Background: an optimization exercise with open tools, aiming at small area, a short achievable clock period and few clock cycles. Do not read the settings as production practice. The clock port is modelled as an ideal driver, which makes a skipped or thinned clock tree look cheaper than it is; a real chip needs a root buffer or a tree. Power is estimated from default activity; no workload was simulated.

==> module conv_window_top, before the edit <==
module conv_window_top (
    input  wire                         clk,
    input  wire                         reset_n,
    input  wire                         i_start,
    input  wire                         i_pixel_valid,
    input  wire  [7:0]                  i_pixel,
    input  wire                         i_conv_ready,
    output logic                        o_fill_active,
    output logic [199:0]                o_window,   
    output logic                        o_conv_valid,
    output logic                        o_conv_row_start,
    output logic                        o_conv_row_end,
    output logic                        o_done
);
    localparam int img   = 32;
    localparam int ks    = 5;
    localparam int depth = (ks - 1) * img + ks - 1;   
    logic [7:0]         in_px;   
    logic [depth*8-1:0] chain;   
    logic       active;      
    logic       fill;        
    logic       pend;        
    logic       sh;          
    logic [4:0] row;         
    logic [4:0] col;
    logic       all_in;      
    logic take;
    logic new_win;
    logic want;
    logic show;
    logic show_start;
    logic show_end;
    logic show_last;
    logic pend_nxt;
    logic all_in_nxt;
    assign take        = i_pixel_valid && fill;
    assign new_win     = take && (row >= 5'd4) && (col >= 5'd4);
    assign want        = new_win || pend;
    assign show        = want && i_conv_ready;
    assign show_start  = pend ? (col == 5'd5) : (col == 5'd4);
    assign show_end    = pend ? (col == 5'd0) : (col == 5'd31);
    assign show_last   = pend ? all_in : (row == 5'd31 && col == 5'd31);
    assign pend_nxt    = want && !i_conv_ready;
    assign all_in_nxt  = all_in || (take && row == 5'd31 && col == 5'd31);
    assign o_fill_active = fill;
    always_comb begin
        for (int i = 0; i < ks; i++)
            for (int j = 0; j < ks; j++)
                if (i == ks - 1 && j == ks - 1)
                    o_window[(i*ks+j)*8 +: 8] = in_px;
                else
                    o_window[(i*ks+j)*8 +: 8] = chain[((ks-1-i)*img + (ks-1-j) - 1)*8 +: 8];
    end
    logic [depth*8-1:0] chain_in;
    assign chain_in = {chain[(depth-1)*8-1:0], in_px};
    always_ff @(posedge clk) begin
        in_px <= in_px ^ ({8{take}} & (i_pixel ^ in_px));
    end
    for (genvar k = 0; k < depth; k++) begin : g_chain
        localparam bit is_tap = ((k + 1) % img) < ks;
        if (is_tap) begin : g_tap
            always_ff @(posedge clk) begin
                chain[k*8 +: 8] <= chain[k*8 +: 8] ^ ({8{sh}} & (chain_in[k*8 +: 8] ^ chain[k*8 +: 8]));
            end
        end else begin : g_line
            always_ff @(posedge clk) begin
                if (sh) chain[k*8 +: 8] <= chain_in[k*8 +: 8];
            end
        end
    end
    always_ff @(posedge clk) begin
        if (!reset_n) begin
            active           <= 1'b0;
            fill             <= 1'b0;
            pend             <= 1'b0;
            sh               <= 1'b0;
            row              <= '0;
            col              <= '0;
            all_in           <= 1'b0;
            o_conv_valid     <= 1'b0;
            o_conv_row_start <= 1'b0;
            o_conv_row_end   <= 1'b0;
            o_done           <= 1'b0;
        end else if (!active) begin
            pend             <= 1'b0;
            sh               <= 1'b0;
            row              <= '0;
            col              <= '0;
            all_in           <= 1'b0;
            o_conv_valid     <= 1'b0;
            o_conv_row_start <= 1'b0;
            o_conv_row_end   <= 1'b0;
            o_done           <= 1'b0;
            if (i_start) begin
                active <= 1'b1;
                fill   <= 1'b1;
            end
        end else begin
            if (take) begin
                col <= col + 1'b1;
                if (col == 5'd31) row <= row + 1'b1;
            end
            all_in           <= all_in_nxt;
            pend             <= pend_nxt;
            sh               <= (take || pend) && !pend_nxt;
            fill             <= !all_in_nxt && !pend_nxt;
            o_conv_valid     <= show;
            o_conv_row_start <= show && show_start;
            o_conv_row_end   <= show && show_end;
            o_done           <= show && show_last;
            if (show && show_last) begin
                active <= 1'b0;
                fill   <= 1'b0;
            end
        end
    end
endmodule
==> flow/config.mk <==
export PLATFORM = sky130hd
export DESIGN_NAME = conv_window_top
export DESIGN_NICKNAME = conv_window_top
export VERILOG_FILES = /design/flow/design.v
export SDC_FILE = /design/flow/constraint.sdc
export NUM_CORES = 4
export LEC_CHECK = 0
export CAP_MARGIN = 20
export CELL_PAD_IN_SITES_DETAIL_PLACEMENT = 0
export CELL_PAD_IN_SITES_GLOBAL_PLACEMENT = 1
export CORE_MARGIN = 2
export CORE_UTILIZATION = 55
export GPL_ROUTABILITY_DRIVEN = 1
export PLACE_DENSITY = 0.65
export SLEW_MARGIN = 20
==> flow/constraint.sdc <==
create_clock -name core_clock -period 9.0 [get_ports {clk}]
set_input_delay 1.8000 -clock core_clock [delete_from_list [all_inputs] [get_ports {clk}]]
set_output_delay 1.8000 -clock core_clock [all_outputs]
set_load 0.01 [all_outputs]
standard.sh (not shown) runs the stock make flow with config.mk's settings and CLKGATE_MAP_FILE= SYNTH_SCRIPT=/design/flow/synth_recipe.tcl, a recipe that flattens the netlist after the stock synthesis.
==> flow/flow/run.sh <==
#!/bin/bash
set -euo pipefail
export BUFFER_PORTS_ARGS="-buffer_cell sky130_fd_sc_hd__buf_1"
export SETUP_SLACK_MARGIN=6.3
export SKIP_CTS_REPAIR_TIMING=1
export CTS_ARGS="-sink_clustering_enable -repair_clock_nets -sink_clustering_size 30 -sink_clustering_max_diameter 100 -dont_use_dummy_load"
export POST_CTS_TCL="$(pwd)/flow/post_cts.tcl"
export CLK_INV_L1=sky130_fd_sc_hd__inv_16
export CLK_INV_L2=sky130_fd_sc_hd__inv_12
export PRE_DETAIL_PLACE_TCL="$(pwd)/flow/pre_dpl.tcl"
export PLACE_PINS_ARGS='-group_pins {o_window[0] o_window[8] o_window[16] o_window[24] o_window[32]} -group_pins {o_window[1] o_window[9] o_window[17] o_window[25] o_window[33]} -group_pins {o_window[2] o_window[10] o_window[18] o_window[26] o_window[34]} -group_pins {o_window[3] o_window[11] o_window[19] o_window[27] o_window[35]} -group_pins {o_window[4] o_window[12] o_window[20] o_window[28] o_window[36]} -group_pins {o_window[5] o_window[13] o_window[21] o_window[29] o_window[37]} -group_pins {o_window[6] o_window[14] o_window[22] o_window[30] o_window[38]} -group_pins {o_window[7] o_window[15] o_window[23] o_window[31] o_window[39]} -group_pins {o_window[40] o_window[48] o_window[56] o_window[64] o_window[72]} -group_pins {o_window[41] o_window[49] o_window[57] o_window[65] o_window[73]} -group_pins {o_window[42] o_window[50] o_window[58] o_window[66] o_window[74]} -group_pins {o_window[43] o_window[51] o_window[59] o_window[67] o_window[75]} -group_pins {o_window[44] o_window[52] o_window[60] o_window[68] o_window[76]} -group_pins {o_window[45] o_window[53] o_window[61] o_window[69] o_window[77]} -group_pins {o_window[46] o_window[54] o_window[62] o_window[70] o_window[78]} -group_pins {o_window[47] o_window[55] o_window[63] o_window[71] o_window[79]} -group_pins {o_window[80] o_window[88] o_window[96] o_window[104] o_window[112]} -group_pins {o_window[81] o_window[89] o_window[97] o_window[105] o_window[113]} -group_pins {o_window[82] o_window[90] o_window[98] o_window[106] o_window[114]} -group_pins {o_window[83] o_window[91] o_window[99] o_window[107] o_window[115]} -group_pins {o_window[84] o_window[92] o_window[100] o_window[108] o_window[116]} -group_pins {o_window[85] o_window[93] o_window[101] o_window[109] o_window[117]} -group_pins {o_window[86] o_window[94] o_window[102] o_window[110] o_window[118]} -group_pins {o_window[87] o_window[95] o_window[103] o_window[111] o_window[119]} -group_pins {o_window[120] o_window[128] o_window[136] o_window[144] o_window[152]} -group_pins {o_window[121] o_window[129] o_window[137] o_window[145] o_window[153]} -group_pins {o_window[122] o_window[130] o_window[138] o_window[146] o_window[154]} -group_pins {o_window[123] o_window[131] o_window[139] o_window[147] o_window[155]} -group_pins {o_window[124] o_window[132] o_window[140] o_window[148] o_window[156]} -group_pins {o_window[125] o_window[133] o_window[141] o_window[149] o_window[157]} -group_pins {o_window[126] o_window[134] o_window[142] o_window[150] o_window[158]} -group_pins {o_window[127] o_window[135] o_window[143] o_window[151] o_window[159]} -group_pins {o_window[160] o_window[168] o_window[176] o_window[184] o_window[192]} -group_pins {o_window[161] o_window[169] o_window[177] o_window[185] o_window[193]} -group_pins {o_window[162] o_window[170] o_window[178] o_window[186] o_window[194]} -group_pins {o_window[163] o_window[171] o_window[179] o_window[187] o_window[195]} -group_pins {o_window[164] o_window[172] o_window[180] o_window[188] o_window[196]} -group_pins {o_window[165] o_window[173] o_window[181] o_window[189] o_window[197]} -group_pins {o_window[166] o_window[174] o_window[182] o_window[190] o_window[198]} -group_pins {o_window[167] o_window[175] o_window[183] o_window[191] o_window[199]}'
bash standard.sh > flow_make.log 2>&1
Other scripts of this flow, unchanged in this note and not shown: flow/flow/post_cts.tcl, flow/flow/pre_dpl.tcl
Change:
--- a/flow/design.v
+++ b/flow/design.v
@@ -69,19 +69,19 @@
                 else
                     o_window[(i*ks+j)*8 +: 8] = chain[((ks-1-i)*img + (ks-1-j) - 1)*8 +: 8];
     end
     logic [depth*8-1:0] chain_in;
     assign chain_in = {chain[(depth-1)*8-1:0], in_px};
     always_ff @(posedge clk) begin
-        in_px <= in_px ^ ({8{take}} & (i_pixel ^ in_px));
+        in_px <= ({8{take}} & i_pixel) | ({8{!take}} & in_px);
     end
     for (genvar k = 0; k < depth; k++) begin : g_chain
         localparam bit is_tap = ((k + 1) % img) < ks;
         if (is_tap) begin : g_tap
             always_ff @(posedge clk) begin
-                chain[k*8 +: 8] <= chain[k*8 +: 8] ^ ({8{sh}} & (chain_in[k*8 +: 8] ^ chain[k*8 +: 8]));
+                chain[k*8 +: 8] <= ({8{sh}} & chain_in[k*8 +: 8]) | ({8{!sh}} & chain[k*8 +: 8]);
             end
         end else begin : g_line
             always_ff @(posedge clk) begin
                 if (sh) chain[k*8 +: 8] <= chain_in[k*8 +: 8];
             end
         end
Wire length came out lower by 2.0%.
Flip-flop and latch count stays the same.
Worst setup slack is better by 0.027 ns.
Global-route usage went down by 0.10 points.
Final area barely changes.
Core utilization hardly moves.
Power is about the same.
Sequential share of layout area hardly moves.
Die area is unchanged.
Worst hold slack degrades by 0.012 ns.
Via count is about the same.
No functional check of the RTL was part of any run of this note. No run of this note takes its clock network from TritonCTS; it comes from the design's own scripts or RTL.

what the ideal ports hide:
No port has a modelled driver above. Below, the same layouts with a new extraction and two added sets of constraints.
Step 1, drivers: a clkbuf_16 drives clk and a buf_2 each remaining input, both assumed.
Step 2 also shifts input and output timing later by t, the mid clock arrival at the registers, as if the neighbouring blocks saw the same clock.
a / b / c = ideal / step 1 / step 2; a / b = the first two.
run | t, ns | setup WS [ns] | hold slack, ns | worst data-port slew with drivers (ns) | cell pins on the clock port's net
the first run | 0.416 | 6.346 / 6.139 / 6.125 | 0.356 / 0.355 / 0.355 | 0.04 | 4
the second run | 0.423 | 6.373 / 6.152 / 6.157 | 0.344 / 0.342 / 0.342 | 0.04 | 4
After both steps every run listed still meets setup and hold. The setup slack of the first run, which loses most, moves by -0.207 ns with the drivers and by -0.221 ns with both steps.
